Context: an optimization exercise on an open-source flow, tuned for small area, a short achievable clock period and few clock cycles. The choices shown serve that exercise and are no tape-out recipe.
In this exercise RTL edits were held to simulation tests only and were not proved equivalent to the original.

===== design/flow/design.v =====
package rnsp_pkg;
  localparam logic [2:0] STAT_OK        = 3'd0;
  localparam logic [2:0] STAT_BAD_CHAR  = 3'd1;
  localparam logic [2:0] STAT_LATE_DIG  = 3'd2;
  localparam logic [2:0] STAT_TWO_POINT = 3'd3;
  localparam logic [2:0] STAT_OVERFLOW  = 3'd4;
endpackage
module radix_number_string_parser_unit #(
  parameter int VALUE_BITS    = 48,
  parameter int FRACTION_BITS = 16
) (
  input  logic                  clk_i,
  input  logic                  rst_ni,
  input  logic                  cfg_we_i,
  input  logic [5:0]            cfg_data_i,
  input  logic                  in_valid_i,
  output logic                  in_ready_o,
  input  logic [7:0]            char_code_i,
  input  logic                  is_last_i,
  output logic                  out_valid_o,
  input  logic                  out_ready_i,
  output logic [2:0]            status_o,
  output logic signed [VALUE_BITS-1:0] value_o
);
  localparam logic [2:0] ST_OK   = 3'd0;
  localparam logic [2:0] ST_BAD  = 3'd1;
  localparam logic [2:0] ST_LATE = 3'd2;
  localparam logic [2:0] ST_TWOP = 3'd3;
  localparam logic [2:0] ST_OVF  = 3'd4;
  localparam logic [1:0] PH_NONE   = 2'd0;
  localparam logic [1:0] PH_DIGITS = 2'd1;
  localparam logic [1:0] PH_CLOSED = 2'd2;
  localparam logic [2:0] CK_IDLE = 3'd0;
  localparam logic [2:0] CK_DREC = 3'd1;
  localparam logic [2:0] CK_WAIT = 3'd2;
  localparam logic [2:0] CK_MUL  = 3'd3;
  localparam logic [2:0] CK_RES  = 3'd4;
  localparam logic [2:0] OP_ADD   = 3'd0;   
  localparam logic [2:0] OP_ADDHI = 3'd1;   
  localparam logic [2:0] OP_LOAD  = 3'd2;   
  localparam logic [2:0] OP_ZERO  = 3'd3;   
  localparam logic [2:0] OP_MUL   = 3'd4;   
  localparam logic [2:0] OP_MULHI = 3'd5;   
  localparam logic [2:0] OP_SWAP  = 3'd6;   
  localparam logic [2:0] OP_RES   = 3'd7;   
  function automatic logic [12:0] radix_info(input logic [5:0] r);
    logic [5:0] ns;
    logic [5:0] cc;
    logic       p2;
    ns = 6'd15; cc = 6'd2; p2 = 1'b0;
    case (r)
      6'd2:  begin ns = 6'd48; cc = 6'd1;  p2 = 1'b1; end
      6'd3:  begin ns = 6'd31; cc = 6'd1;  p2 = 1'b0; end
      6'd4:  begin ns = 6'd24; cc = 6'd3;  p2 = 1'b1; end
      6'd5:  begin ns = 6'd21; cc = 6'd2;  p2 = 1'b0; end
      6'd6:  begin ns = 6'd19; cc = 6'd2;  p2 = 1'b0; end
      6'd7:  begin ns = 6'd18; cc = 6'd1;  p2 = 1'b0; end
      6'd8:  begin ns = 6'd16; cc = 6'd7;  p2 = 1'b1; end
      6'd9:  begin ns = 6'd16; cc = 6'd1;  p2 = 1'b0; end
      6'd10: begin ns = 6'd15; cc = 6'd2;  p2 = 1'b0; end
      6'd11: begin ns = 6'd14; cc = 6'd8;  p2 = 1'b0; end
      6'd12: begin ns = 6'd14; cc = 6'd2;  p2 = 1'b0; end
      6'd13: begin ns = 6'd13; cc = 6'd12; p2 = 1'b0; end
      6'd14: begin ns = 6'd13; cc = 6'd4;  p2 = 1'b0; end
      6'd15: begin ns = 6'd13; cc = 6'd2;  p2 = 1'b0; end
      6'd16: begin ns = 6'd12; cc = 6'd15; p2 = 1'b1; end
      6'd17: begin ns = 6'd12; cc = 6'd8;  p2 = 1'b0; end
      6'd18: begin ns = 6'd12; cc = 6'd4;  p2 = 1'b0; end
      6'd19: begin ns = 6'd12; cc = 6'd2;  p2 = 1'b0; end
      6'd20: begin ns = 6'd12; cc = 6'd1;  p2 = 1'b0; end
      6'd21: begin ns = 6'd11; cc = 6'd16; p2 = 1'b0; end
      6'd22: begin ns = 6'd11; cc = 6'd10; p2 = 1'b0; end
      6'd23: begin ns = 6'd11; cc = 6'd6;  p2 = 1'b0; end
      6'd24: begin ns = 6'd11; cc = 6'd4;  p2 = 1'b0; end
      6'd25: begin ns = 6'd11; cc = 6'd2;  p2 = 1'b0; end
      6'd26: begin ns = 6'd11; cc = 6'd1;  p2 = 1'b0; end
      6'd27: begin ns = 6'd11; cc = 6'd1;  p2 = 1'b0; end
      6'd28: begin ns = 6'd10; cc = 6'd26; p2 = 1'b0; end
      6'd29: begin ns = 6'd10; cc = 6'd19; p2 = 1'b0; end
      6'd30: begin ns = 6'd10; cc = 6'd14; p2 = 1'b0; end
      6'd31: begin ns = 6'd10; cc = 6'd10; p2 = 1'b0; end
      6'd32: begin ns = 6'd10; cc = 6'd7;  p2 = 1'b1; end
      6'd33: begin ns = 6'd10; cc = 6'd6;  p2 = 1'b0; end
      6'd34: begin ns = 6'd10; cc = 6'd4;  p2 = 1'b0; end
      6'd35: begin ns = 6'd10; cc = 6'd3;  p2 = 1'b0; end
      6'd36: begin ns = 6'd10; cc = 6'd2;  p2 = 1'b0; end
      default: begin ns = 6'd15; cc = 6'd2; p2 = 1'b0; end
    endcase
    radix_info = {p2, cc, ns};
  endfunction
  function automatic logic [5:0] eff_radix(input logic [5:0] r);
    logic [5:0] e;
    e = r;
    if (r == 6'd0) begin
      e = 6'd10;
    end else if (r < 6'd2) begin
      e = 6'd2;
    end else if (r > 6'd36) begin
      e = 6'd36;
    end
    eff_radix = e;
  endfunction
  function automatic logic [9:0] div4(input logic [5:0] rem_in,
                                      input logic [3:0] bits,
                                      input logic [5:0] r);
    logic [6:0] t;
    logic [7:0] sd;
    logic [5:0] rm;
    logic [3:0] q;
    rm = rem_in;
    q  = '0;
    for (int i = 3; i >= 0; i--) begin
      t    = {rm, bits[i]};
      sd   = {1'b0, t} - {2'd0, r};
      q[i] = !sd[7];
      if (!sd[7]) begin
        t = sd[6:0];
      end
      rm = t[5:0];
    end
    div4 = {rm, q};
  endfunction
  logic [5:0]  r_q;
  logic [5:0]  rm9_q;
  logic [5:0]  nsat_q;
  logic [5:0]  c_q;
  logic        p2_q;
  logic [5:0]  cfg_eff;
  logic [12:0] cfg_info;
  assign cfg_eff  = eff_radix(cfg_data_i);
  assign cfg_info = radix_info(cfg_eff);
  always_ff @(posedge clk_i or negedge rst_ni) begin
    if (!rst_ni) begin
      r_q    <= 6'd10;
      rm9_q  <= 6'd1;
      nsat_q <= 6'd15;
      c_q    <= 6'd2;
      p2_q   <= 1'b0;
    end else if (cfg_we_i) begin
      r_q    <= cfg_eff;
      rm9_q  <= (cfg_eff > 6'd9) ? cfg_eff - 6'd9 : 6'd0;
      nsat_q <= cfg_info[5:0];
      c_q    <= cfg_info[11:6];
      p2_q   <= cfg_info[12];
    end
  end
  localparam int EW = 12;
  logic [EW-1:0] in_ent;
  logic [7:0]    cc;
  logic          in_isd;
  logic [5:0]    in_dv;
  logic          in_ok_dig, in_space, in_sign, in_minus, in_point;
  assign cc = char_code_i;
  logic in_num, in_let;
  assign in_num    = (cc >= 8'h30 && cc <= 8'h39);
  assign in_let    = (cc >= 8'h41 && cc <= 8'h5a) || (cc >= 8'h61 && cc <= 8'h7a);
  assign in_dv     = in_num ? {2'd0, cc[3:0]} : ({1'b0, cc[4:0]} + 6'd9);
  assign in_isd    = in_num || in_let;
  assign in_ok_dig = (in_num && ({2'd0, cc[3:0]} < r_q)) || (in_let && ({1'b0, cc[4:0]} < rm9_q));
  assign in_space  = (cc == 8'h20);
  assign in_minus  = (cc == 8'h2d);
  assign in_sign   = (cc == 8'h2b) || in_minus;
  assign in_point  = (cc == 8'h2e);
  assign in_ent    = {is_last_i, in_point, in_minus, in_sign, in_space,
                      in_ok_dig, in_ok_dig ? in_dv : 6'd0};
  logic          h_v_q, s_v_q;
  logic [EW-1:0] h_q, s_q;
  logic          push, pop;
  assign in_ready_o = !s_v_q;
  assign push       = in_valid_i && !s_v_q;
  always_ff @(posedge clk_i or negedge rst_ni) begin
    if (!rst_ni) begin
      h_v_q <= 1'b0;
      s_v_q <= 1'b0;
    end else begin
      if (pop) begin
        if (s_v_q) begin
          s_v_q <= 1'b0;
        end else begin
          h_v_q <= push;
        end
      end else if (push) begin
        if (h_v_q) begin
          s_v_q <= 1'b1;
        end else begin
          h_v_q <= 1'b1;
        end
      end
    end
  end
  always_ff @(posedge clk_i) begin
    if (pop) begin
      h_q <= s_v_q ? s_q : in_ent;
    end else if (push && !h_v_q) begin
      h_q <= in_ent;
    end
    if (push && h_v_q && !pop) begin
      s_q <= in_ent;
    end
  end
  logic [5:0] h_dv;
  logic       h_dig, h_space, h_sign, h_minus, h_point, h_last, h_bad;
  assign {h_last, h_point, h_minus, h_sign, h_space, h_dig, h_dv} = h_q;
  assign h_bad = !h_dig && !h_space && !h_sign && !h_point;
  logic [47:0] w_q, w_d;
  logic [23:0] wm_q;     
  logic        mh_d;
  logic [5:0]  n_q, k_q;
  logic [1:0]  phase_q;
  logic        point_q, neg_q, fresh_q;
  logic        mh_q;
  logic [5:0]  wc6_q;
  logic [2:0]  ck_q, ck_cnt_q;
  logic        ck_last_q;
  logic        pa_v_q;
  logic [2:0]  pa_op_q;
  logic        pa_hi_q, pa_mul_q;
  logic [29:0] pa_p_q;
  logic [2:0]  pa_err_q;
  logic        pa_cchk_q, pa_first_q, pa_last_q, pa_neg_q, pa_pt_q;
  logic [47:0] acc_q, value_q;
  logic        clo_q;
  logic [2:0]  erra_q;
  logic        nega_q, pta_q, fina_q;
  logic        out_valid_q;
  logic [2:0]  status_q;
  logic        a_go, p_ready, vq_free, asm_now;
  logic [1:0] ph_c;
  logic       pt_c, ng_c;
  logic [5:0] n_c;
  logic       sat, top;
  assign ph_c = fresh_q ? PH_NONE : phase_q;
  assign pt_c = fresh_q ? 1'b0 : point_q;
  assign ng_c = fresh_q ? 1'b0 : neg_q;
  assign n_c  = fresh_q ? 6'd0 : n_q;
  assign sat  = (n_c >= nsat_q);
  assign top  = (n_c == nsat_q - 6'd1);
  logic        ck_idle;
  logic [5:0]  dmul;
  logic [23:0] w_in;
  logic [29:0] prod_d, prod_r;
  logic        big, big_q;
  logic [47:0] w_step;
  assign ck_idle = (ck_q == CK_IDLE);
  assign dmul    = (ck_q == CK_MUL) ? value_q[5:0] : h_dv;
  assign w_in    = wm_q;
  assign prod_d  = w_in * dmul;
  assign prod_r  = w_in * r_q + {24'd0, mh_q ? wc6_q : 6'd0};
  assign big     = big_q;
  assign w_step  = mh_q ? {prod_r[23:0], w_q[23:0]} : {18'd0, prod_r};
  logic ch_go;      
  logic dig_lo;     
  logic drec_go, drec_lo;
  logic mul_go, mul_lo;
  logic adv;
  assign dig_lo  = h_dig && !fresh_q && !sat && big && !mh_q;
  assign ch_go   = ck_idle && h_v_q && p_ready;
  assign adv     = ch_go && !dig_lo;
  assign pop     = adv;
  assign drec_go = (ck_q == CK_DREC) && (k_q != 6'd0);
  assign drec_lo = drec_go && big && !mh_q;
  assign mul_go  = (ck_q == CK_MUL) && p_ready;
  assign mul_lo  = mul_go && big && !mh_q;
  logic       dnz;
  logic       vpnt;
  logic       pchk;
  logic       cchk;
  logic [2:0] cerr;
  logic [1:0] ph_n;
  logic       pt_n, ng_n;
  assign dnz = (h_dv != 6'd0);
  always_comb begin
    cerr = ST_OK;
    ph_n = ph_c;
    pt_n = pt_c;
    ng_n = ng_c;
    vpnt = 1'b0;
    pchk = 1'b0;
    cchk = 1'b0;
    if (h_dig) begin
      if (ph_c == PH_CLOSED) begin
        cerr = ST_LATE;
      end else begin
        ph_n = PH_DIGITS;
        if (dnz && sat) begin
          cerr = ST_OVF;
        end else if (dnz && pt_c && top && (h_dv > c_q)) begin
          cerr = ST_OVF;
        end else begin
          cchk = dnz && !pt_c && top;
          pchk = dnz && pt_c && top && (h_dv == c_q) && !p2_q;
        end
      end
    end else if (h_space) begin
      if (ph_c == PH_DIGITS) begin
        ph_n = PH_CLOSED;
      end
    end else if (h_sign && ph_c == PH_DIGITS) begin
      ph_n = PH_CLOSED;
      ng_n = h_minus;
    end else if (h_point && ph_c == PH_DIGITS) begin
      if (pt_c) begin
        cerr = ST_TWOP;
      end else if (sat) begin
        cerr = ST_OVF;
      end else begin
        pt_n = 1'b1;
        vpnt = 1'b1;
      end
    end else begin
      cerr = ST_BAD;
    end
  end
  logic        y1_fire;
  logic [9:0]  y1_out, y2_out, y3_out, y4_out;
  logic [3:0]  yb1_q, yb2_q, yb3_q, yb4_q;
  logic [5:0]  yr1_q, yr2_q, yr3_q;
  logic        y2_v_q, y3_v_q, y4_v_q;
  logic        y_first_q, y2_first_q, y3_first_q, y4_first_q;
  logic [15:0] yf_q;
  logic [2:0]  cap_q;
  assign y1_fire = adv && h_dig && !pt_c;
  assign y1_out  = div4(h_dv, y_first_q ? 4'd0 : yb1_q, r_q);
  assign y2_out  = div4(yr1_q, y2_first_q ? 4'd0 : yb2_q, r_q);
  assign y3_out  = div4(yr2_q, y3_first_q ? 4'd0 : yb3_q, r_q);
  assign y4_out  = div4(yr3_q, y4_first_q ? 4'd0 : yb4_q, r_q);
  always_ff @(posedge clk_i) begin
    if (y1_fire) begin
      yb1_q <= y1_out[3:0];
      yr1_q <= y1_out[9:4];
    end
    if (y2_v_q) begin
      yb2_q <= y2_out[3:0];
      yr2_q <= y2_out[9:4];
    end
    if (y3_v_q) begin
      yb3_q <= y3_out[3:0];
      yr3_q <= y3_out[9:4];
    end
    if (y4_v_q) begin
      yb4_q <= y4_out[3:0];
    end
    if (adv && vpnt) begin
      yf_q[15:12] <= yb1_q;
    end
    if (cap_q[0]) begin
      yf_q[11:8] <= yb2_q;
    end
    if (cap_q[1]) begin
      yf_q[7:4] <= yb3_q;
    end
    if (cap_q[2]) begin
      yf_q[3:0] <= yb4_q;
    end
  end
  always_ff @(posedge clk_i or negedge rst_ni) begin
    if (!rst_ni) begin
      y2_v_q     <= 1'b0;
      y3_v_q     <= 1'b0;
      y4_v_q     <= 1'b0;
      y_first_q  <= 1'b1;
      y2_first_q <= 1'b0;
      y3_first_q <= 1'b0;
      y4_first_q <= 1'b0;
      cap_q      <= 3'd0;
    end else begin
      y2_v_q     <= y1_fire;
      y3_v_q     <= y2_v_q;
      y4_v_q     <= y3_v_q;
      y2_first_q <= y_first_q;
      y3_first_q <= y2_first_q;
      y4_first_q <= y3_first_q;
      cap_q      <= {cap_q[1:0], adv && vpnt};
      if (adv && h_last) begin
        y_first_q <= 1'b1;
      end else if (adv && h_dig) begin
        y_first_q <= 1'b0;
      end
    end
  end
  always_ff @(posedge clk_i or negedge rst_ni) begin
    if (!rst_ni) begin
      fresh_q   <= 1'b1;
      mh_q      <= 1'b0;
      ck_q      <= CK_IDLE;
      ck_cnt_q  <= 3'd0;
      ck_last_q <= 1'b0;
      pa_v_q    <= 1'b0;
    end else begin
      if (adv) begin
        fresh_q <= h_last;
      end
      mh_q <= mh_d;
      if (ch_go || mul_go || ((ck_q == CK_DREC) && (k_q == 6'd0) && p_ready) ||
          ((ck_q == CK_RES) && p_ready)) begin
        pa_v_q <= 1'b1;
      end else if (a_go) begin
        pa_v_q <= 1'b0;
      end
      case (ck_q)
        CK_IDLE: begin
          if (adv && pchk) begin
            ck_q      <= CK_DREC;
            ck_last_q <= h_last;
          end
        end
        CK_DREC: begin
          if (k_q == 6'd0 && p_ready) begin
            ck_q <= CK_WAIT;
          end
        end
        CK_WAIT: begin
          if (!pa_v_q || a_go) begin
            ck_q     <= CK_MUL;
            ck_cnt_q <= 3'd0;
          end
        end
        CK_MUL: begin
          if (mul_go && !mul_lo) begin
            ck_cnt_q <= ck_cnt_q + 3'd1;
            if (ck_cnt_q == 3'd7) begin
              ck_q <= CK_RES;
            end
          end
        end
        default: begin
          if (p_ready) begin
            ck_q <= CK_IDLE;
          end
        end
      endcase
    end
  end
  always_comb begin
    mh_d = mh_q;
    if ((ch_go && h_dig && !fresh_q && !sat && big) || (drec_go && big) || (mul_go && big)) begin
      mh_d = !mh_q;
    end
    w_d = w_q;
    if (ch_go) begin
      if (dig_lo) begin
        w_d[23:0] = prod_r[23:0];
      end else if (fresh_q) begin
        w_d = h_dig ? {42'd0, r_q} : 48'd1;
      end else if (vpnt || pchk) begin
        w_d = 48'd1;
      end else if (h_dig) begin
        w_d = w_step;
      end
    end else if (drec_go) begin
      if (drec_lo) begin
        w_d[23:0] = prod_r[23:0];
      end else begin
        w_d = w_step;
      end
    end
  end
  always_ff @(posedge clk_i) begin
    w_q  <= w_d;
    wm_q <= mh_d ? w_d[47:24] : w_d[23:0];
    if (ch_go) begin
      if (dig_lo) begin
        wc6_q     <= prod_r[29:24];
      end else begin
        phase_q <= ph_n;
        point_q <= pt_n;
        neg_q   <= ng_n;
        n_q     <= n_c + {5'd0, h_dig && !(&n_c)};
        if (fresh_q) begin
          big_q <= 1'b0;
        end else if (vpnt || pchk) begin
          big_q <= 1'b0;
        end else if (h_dig) begin
          big_q <= mh_q || (|prod_r[29:24]);
        end
        if (vpnt) begin
          k_q <= n_c;
        end
      end
    end else if (drec_go) begin
      if (drec_lo) begin
        wc6_q <= prod_r[29:24];
      end else begin
        big_q <= mh_q || (|prod_r[29:24]);
        k_q   <= k_q - 6'd1;
      end
    end
    if (ch_go) begin
      pa_p_q     <= fresh_q ? {24'd0, h_dv} : prod_d;
      pa_first_q <= fresh_q;
      pa_neg_q   <= ng_n;
      pa_pt_q    <= pt_n;
      if (dig_lo) begin
        pa_op_q    <= OP_ADD;
        pa_hi_q    <= 1'b0;
        pa_mul_q   <= 1'b0;
        pa_err_q   <= ST_OK;
        pa_cchk_q  <= 1'b0;
        pa_last_q  <= 1'b0;
        pa_first_q <= 1'b0;
      end else begin
        pa_op_q   <= fresh_q ? OP_LOAD : (vpnt ? OP_ZERO : (mh_q ? OP_ADDHI : OP_ADD));
        pa_hi_q   <= !fresh_q && !vpnt && mh_q;
        pa_mul_q  <= 1'b0;
        pa_err_q  <= cerr;
        pa_cchk_q <= cchk;
        pa_last_q <= h_last && !pchk;
      end
    end else if (mul_go) begin
      pa_p_q     <= prod_d;
      pa_op_q    <= mul_lo ? OP_ADD : (mh_q ? OP_MULHI : OP_MUL);
      pa_hi_q    <= mh_q;
      pa_mul_q   <= !mul_lo;
      pa_err_q   <= ST_OK;
      pa_cchk_q  <= 1'b0;
      pa_first_q <= 1'b0;
      pa_last_q  <= 1'b0;
    end else if (p_ready) begin
      pa_op_q    <= (ck_q == CK_DREC) ? OP_SWAP : OP_RES;
      pa_hi_q    <= 1'b0;
      pa_mul_q   <= 1'b0;
      pa_err_q   <= ST_OK;
      pa_cchk_q  <= 1'b0;
      pa_first_q <= 1'b0;
      pa_last_q  <= (ck_q == CK_RES) && ck_last_q;
      pa_neg_q   <= neg_q;
      pa_pt_q    <= point_q;
    end
  end
  logic        op_hi, op_mul, op_z;
  logic [54:0] sum;
  logic        carry;
  logic [2:0]  char_err;
  assign op_hi  = pa_hi_q;
  assign op_mul = pa_mul_q;
  assign op_z   = (pa_op_q == OP_LOAD) || (pa_op_q == OP_ZERO);
  assign sum    = {6'd0, op_hi & clo_q, op_z ? 48'd0 : acc_q} +
                  (op_hi ? {1'b0, pa_p_q, 24'd0} : {25'd0, pa_p_q});
  assign carry  = |sum[54:48];
  logic ovf_pend_q;
  logic [2:0] erra_eff;
  assign erra_eff = (erra_q == ST_OK && ovf_pend_q) ? ST_OVF : erra_q;
  always_comb begin
    char_err = pa_err_q;
    if (pa_err_q == ST_OK) begin
      if ((pa_op_q == OP_RES) && (|acc_q)) begin
        char_err = ST_OVF;
      end
    end
  end
  assign vq_free = !out_valid_q || out_ready_i;
  assign asm_now = fina_q && vq_free && !(|cap_q);
  assign a_go    = pa_v_q && (!fina_q || asm_now) && !((pa_op_q == OP_ZERO) && !vq_free);
  assign p_ready = !pa_v_q || a_go;
  logic [15:0] fq;
  logic [47:0] qv, qneg;
  logic        r_ovf;
  logic [2:0]  res_status;
  logic [47:0] res_value;
  assign fq    = pta_q ? yf_q : 16'd0;
  assign qv    = {acc_q[31:0], fq};
  assign qneg  = 48'd0 - qv;
  assign r_ovf = (|acc_q[47:32]) ||
                 (acc_q[31] && !(nega_q && !(|acc_q[30:0]) && !(|fq)));
  always_comb begin
    if (erra_eff != ST_OK) begin
      res_status = erra_eff;
      res_value  = '0;
    end else if (r_ovf) begin
      res_status = ST_OVF;
      res_value  = '0;
    end else begin
      res_status = ST_OK;
      res_value  = nega_q ? qneg : qv;
    end
  end
  always_ff @(posedge clk_i or negedge rst_ni) begin
    if (!rst_ni) begin
      fina_q      <= 1'b0;
      out_valid_q <= 1'b0;
      status_q    <= ST_OK;
    end else begin
      if (asm_now) begin
        out_valid_q <= 1'b1;
        status_q    <= res_status;
      end else if (out_valid_q && out_ready_i) begin
        out_valid_q <= 1'b0;
      end
      if (a_go && (pa_op_q == OP_ZERO)) begin
        out_valid_q <= 1'b0;
      end
      if (a_go) begin
        fina_q <= pa_last_q;
      end else if (asm_now) begin
        fina_q <= 1'b0;
      end
    end
  end
  always_ff @(posedge clk_i) begin
    if (a_go) begin
      if (op_mul) begin
        acc_q <= sum[53:6];
      end else if (pa_op_q == OP_SWAP || pa_op_q == OP_RES) begin
        acc_q <= value_q;
      end else begin
        acc_q <= sum[47:0];
      end
      clo_q <= sum[48];
      if (pa_op_q == OP_ZERO || pa_op_q == OP_SWAP) begin
        value_q <= acc_q;
      end
      ovf_pend_q <= pa_cchk_q && carry;
      if (pa_first_q) begin
        erra_q <= char_err;
      end else if (erra_eff == ST_OK) begin
        erra_q <= char_err;
      end else begin
        erra_q <= erra_eff;
      end
      if (pa_last_q) begin
        nega_q <= pa_neg_q;
        pta_q  <= pa_pt_q;
      end
    end
    if (mul_go && !mul_lo) begin
      value_q <= {value_q[5:0], value_q[47:6]};
    end
    if (asm_now) begin
      value_q <= res_value;
    end
  end
  assign out_valid_o = out_valid_q;
  assign status_o    = status_q;
  assign value_o     = value_q;
endmodule

===== design/flow/run.sh =====
#!/bin/bash
# synth_recipe.tcl (not shown) runs the flow's synth.tcl, then flattens the netlist and writes it again
# the make line also repeats each setting of config.mk as NAME=value (left out here)
make -C /OpenROAD-flow-scripts/flow DESIGN_CONFIG=/design/flow/config.mk WORK_HOME=/design/flow/orfs CLKGATE_MAP_FILE= SYNTH_SCRIPT=/design/flow/synth_recipe.tcl finish

===== design/flow/config.mk =====
export PLATFORM = sky130hd
export DESIGN_NAME = radix_number_string_parser_unit
export DESIGN_NICKNAME = radix_number_string_parser_unit
export VERILOG_FILES = /design/flow/design.v
export SDC_FILE = /design/flow/constraint.sdc
export NUM_CORES = 4
export LEC_CHECK = 0
export ABC_CLOCK_PERIOD_IN_PS = 5000
export CAP_MARGIN = 20
export CORE_MARGIN = 2
export CORE_UTILIZATION = 40
export SETUP_SLACK_MARGIN = 4
export SLEW_MARGIN = 20

===== design/flow/constraint.sdc =====
create_clock -name core_clock -period 10.0 [get_ports {clk_i}]
set_input_delay 2.0000 -clock core_clock [delete_from_list [all_inputs] [get_ports {clk_i}]]
set_output_delay 2.0000 -clock core_clock [all_outputs]
set_load 0.01 [all_outputs]

==> summary.txt <==
Detailed routing
The pre-antenna-repair detailed-routing pass consisted of 6 iterations. For this run, design rule violations remaining after detail routing come to 0. Dividing the detail-routed via count by the number of cells gives 5.62. The count of nets left with antenna violations once routing finished came out at 0. Dividing the detail-routed wire length by the instance count gives between 20 and 25 um.

The number of vias in the routed layout is around 28000. After detailed routing, the total wire length is 103000 um. The starting DRC count in detailed routing is 1958.

Synthesis
Among all cell types in the netlist, the one instantiated most often is sky130_fd_sc_hd__nand2_1. The simple-gate share of the synthesized area is 0.170. The gate count after technology mapping is 3764. The main combinational cell family by area after synthesis is adder cells. After synthesis, the share of flip-flops with an asynchronous set or reset is 0.139.

Of the total synthesized cell area, the portion taken by XOR and XNOR cells is 0.0535. The cell area that synthesis handed to floorplanning was 34600 um^2. Of the total synthesized cell area, the portion taken by full adders, half adders and majority gates is 0.218. The leading area contributor after synthesis is sky130_fd_sc_hd__edfxtp_1.

The synthesized design contains approximately 240 enable-type register cells. The share of synthesized area in the top cell type comes to 0.210. The flop and latch count out of synthesis is 366. The number of distinct library cells after synthesis is 91. The average instance area after synthesis is 9.19 um^2. The most used flip-flop cell after synthesis is sky130_fd_sc_hd__edfxtp_1. The multiplexer fraction of the synthesized cell area is 0.0548. Of the synthesized area, sequential elements account for 0.289. The commonest cells after synthesis are sky130_fd_sc_hd__nand2_1, sky130_fd_sc_hd__ha_1, sky130_fd_sc_hd__and2_1.

The compound-gate portion of the synthesized area is 0.167. For this run, the number of Yosys warnings is 1. After synthesis, the cell types taking the most area are sky130_fd_sc_hd__edfxtp_1, sky130_fd_sc_hd__fa_1, sky130_fd_sc_hd__ha_1, sky130_fd_sc_hd__and2_1, sky130_fd_sc_hd__nand2_1.

The number of nets in the synthesized netlist is 4269.

Global routing
The initial antenna violation count is 1. The global routing usage summed across all routing layers is 0.227. The global route total overflow is 0. The number of global-route vias before repair is 28083. Entering global routing, the biggest net connects 59 pins.

The first global-routing pass estimated between 150000 and 200000 um of wire.

Final layout
The number of nets in the layout is 4351. The layout filler cell count is approximately 8000. Of the cells placed in the final design, the portion with a size suffix greater than 1 is 0.118. The area growth from synthesis to final layout is 14.3%. The count of non-filler cells in the finished layout is 5027.

Die
After floorplanning, the core was divided into 107 placement rows. The die span in x is 298 um. The die height is 298 um.

The core region is 85400 um^2. The initial cell density of the core is 0.405. The I/O pin count is 73. The die outline area is 88900 um^2.

STA
Setup violations remaining at the end of the flow were counted as 0. Setup repair after global routing could not meet its margin everywhere. Counting I/O delays and the setup requirement, the final critical path takes 7.21 ns.

Setup total negative slack on the finished layout was measured at 0 ns. The final hold violation count is 0. The final count of pins violating max slew is 0. The final-layout worst hold slack is 0.433 ns. For the pin with the worst max-slew slack, the measured transition is approximately 1.0 ns.

The worst slew margin relative to its limit is 0.305. The maximum clock skew at final layout is 0.0281 ns. The maximum achievable frequency is roughly 140 MHz. Dividing the final minimum period by the clock period gives 0.721.

Worst setup path
The biggest cell delay along the critical path is roughly 0.55 ns. The critical path endpoint category is a register. The slowest stage of the critical path belongs to the cell sky130_fd_sc_hd__dfstp_2. The sort of element at the start of the critical path is a register. Data arrives at the worst endpoint at 7.56 ns. The setup path with the least slack is of type register to register.

The highest fanout seen on the critical path is 7. The required arrival time at the worst endpoint is 10.35 ns. Among the stages of the critical path, the cell type that occurs most often is sky130_fd_sc_hd__a21o_1.

Worst hold path
The min-delay analysis places its worst path in the category register to register.

Clock tree
The tree is rooted in a sky130_fd_sc_hd__clkbuf_16. For the worst-skew pair, the clock arrives at the later sink with an insertion delay of around 0.61 ns. TritonCTS built the clock tree. The total clock buffers created by CTS is 44. The H-tree was split into 2 levels. The longest clock path from root to sink contains 3 buffers. The number of hold buffers added after CTS is 0. The clock net in this run drives a total of between 300 and 400 sinks. The register clock-pin slew on the reported worst setup and hold paths is 0.07 ns.

Placement
Summed over all nets, the half-perimeter wirelength after detailed placement is 75300 um. At the end of routability-driven placement, the weighted congestion stood at 0.948. Counting tap cells, the placed design contains a total of ~4800 instances.

The count of buffers from port buffering is slightly above 70.

Run
The tool flagged a number of max-cap violations equal to 0.

Status
The run finished with no timing, DRC or antenna violations.
-- logic make-up (layout without fill, tap and decap cells) --
| kind of cell | after synthesis | count (layout) |
|---|---|---|
| and+or+nand+nor | 1191 | 1192 |
| muxes | 178 | 178 |
| xor gates and xnor gates | 210 | 210 |
| adders and majority gates | 486 | 486 |
| buffers and inverters | 434 | 551 |
| AOI/OAI and AO/OA | 899 | 899 |
| DFF | 366 | 366 |
| other | 0 | 1 |
-- final timing paths --
path,cells after the start,startpoint,slack (ns),endpoint
max,35,r_q[1],2.79,yr1_q[1]
min,0,y3_first_q,0.43,y4_first_q
max reg2reg,35,r_q[1],2.79,yr1_q[1]
min reg2reg,0,y3_first_q,0.43,y4_first_q
max in group asynchronous,2,rst_ni,7.86,r_q[2]
min in group asynchronous,2,rst_ni,1.56,s_v_q
-- what timing repair did --
item                       4_1_cts  5_1_grt
gates resized for setup         75       41
setup endpoints to repair       57       63
cloned                           0        2
pin swaps                       53       34
buffers inserted                77       26
-- sequential cells by signal (all words and copies together), names as in the netlist, 12 cells and up --
signal and count:
s_q 12, pa_p_q 30, yf_q 16, w_q 48, h_q 12, value_q 48, acc_q 48, wm_q 24
-- cells in the final DEF (no fill, tap or decap), types with 67 or more instances in the layout --
master,netlist,layout
sky130_fd_sc_hd__clkdlybuf4s50_1,0,71
sky130_fd_sc_hd__xor2_1,106,106
sky130_fd_sc_hd__edfxtp_1,242,242
sky130_fd_sc_hd__o22ai_1,67,67
sky130_fd_sc_hd__mux2i_1,86,77
sky130_fd_sc_hd__dfxtp_1,73,71
sky130_fd_sc_hd__nor2_1,224,222
sky130_fd_sc_hd__a21oi_1,231,222
sky130_fd_sc_hd__nand2_1,401,396
sky130_fd_sc_hd__mux2_2,87,71
sky130_fd_sc_hd__buf_4,0,132
sky130_fd_sc_hd__inv_1,245,238
sky130_fd_sc_hd__ha_1,288,273
sky130_fd_sc_hd__fa_1,197,197
sky130_fd_sc_hd__a21o_1,71,71
sky130_fd_sc_hd__xnor2_1,103,100
sky130_fd_sc_hd__and2_1,258,256
sky130_fd_sc_hd__o21ai_0,156,145
-- critical path: cells and delay by family (launching register included) --
kind,cells,cell delay [ns]
mux,4,1.30
compound gates,18,3.20
buf+inv,6,0.68
simple gates,3,0.35
flops,1,0.55
fa+ha+maj,4,0.88
-- through the flow --
stage	utilization	area, um^2	worst slack [ns]
2_1_floorplan	-	34800	1.89
4_1_cts	0.458	39100	2.81
3_5_place_dp	0.429	36600	1.18
6_report	0.463	39600	2.79
5_1_grt	0.463	39600	2.51
3_3_place_gp	0.429	36600	1.44
-- per-layer routing --
metal,vias to the layer above,part of all wire,GRT usage
met4,0,0.035,0.0759
met5,-,0,0
met2,819,0.47,0.377
met1,13814,0.44,0.308
li1,13434,-,-
met3,169,0.055,0.0256
-- final cells by class --
type                            count  area, um^2  area share
Multi-Input combinational cell   2965       23700       0.600
Sequential cell                   366       10000       0.254
Timing Repair Buffer              215        1870      0.0473
Tap cell                         1144        1430      0.0362
Clock buffer                       49        1120      0.0283
Inverter                          254         965      0.0244
Clock inverter                     33         410      0.0104
Antenna cell                        1        2.50   0.0000633
Testbench counts, summed over its fixed seeds: cycles 5,664.

## what the ideal ports hide
Ports are ideal in the flow. The routed layout listed here was re-timed in OpenROAD.
Step 1 sets driving cells, clkbuf_16 on the clock port and buf_2 on the other inputs (assumed; they add their load-dependent delay and slew).
Step 2 moves the port delays by t, midway between the first and last clock arrival at a register: inputs arrive t later, outputs are due t later. That takes back most of the time a late clock gives input paths.
Three values: no drivers, after step 1, after step 2; two values: the first two.
shift t [ns]: 0.665
setup WS [ns]: 2.792 / 2.792 / 2.792
hold slack, ns: 0.433 / 0.433 / 0.433
clock arrival spread, ns: 0.029 / 0.029
After both steps this run still meets setup and hold. For this run, drivers alone change the setup slack by 0.000 ns; drivers and shift together by 0.000 ns.
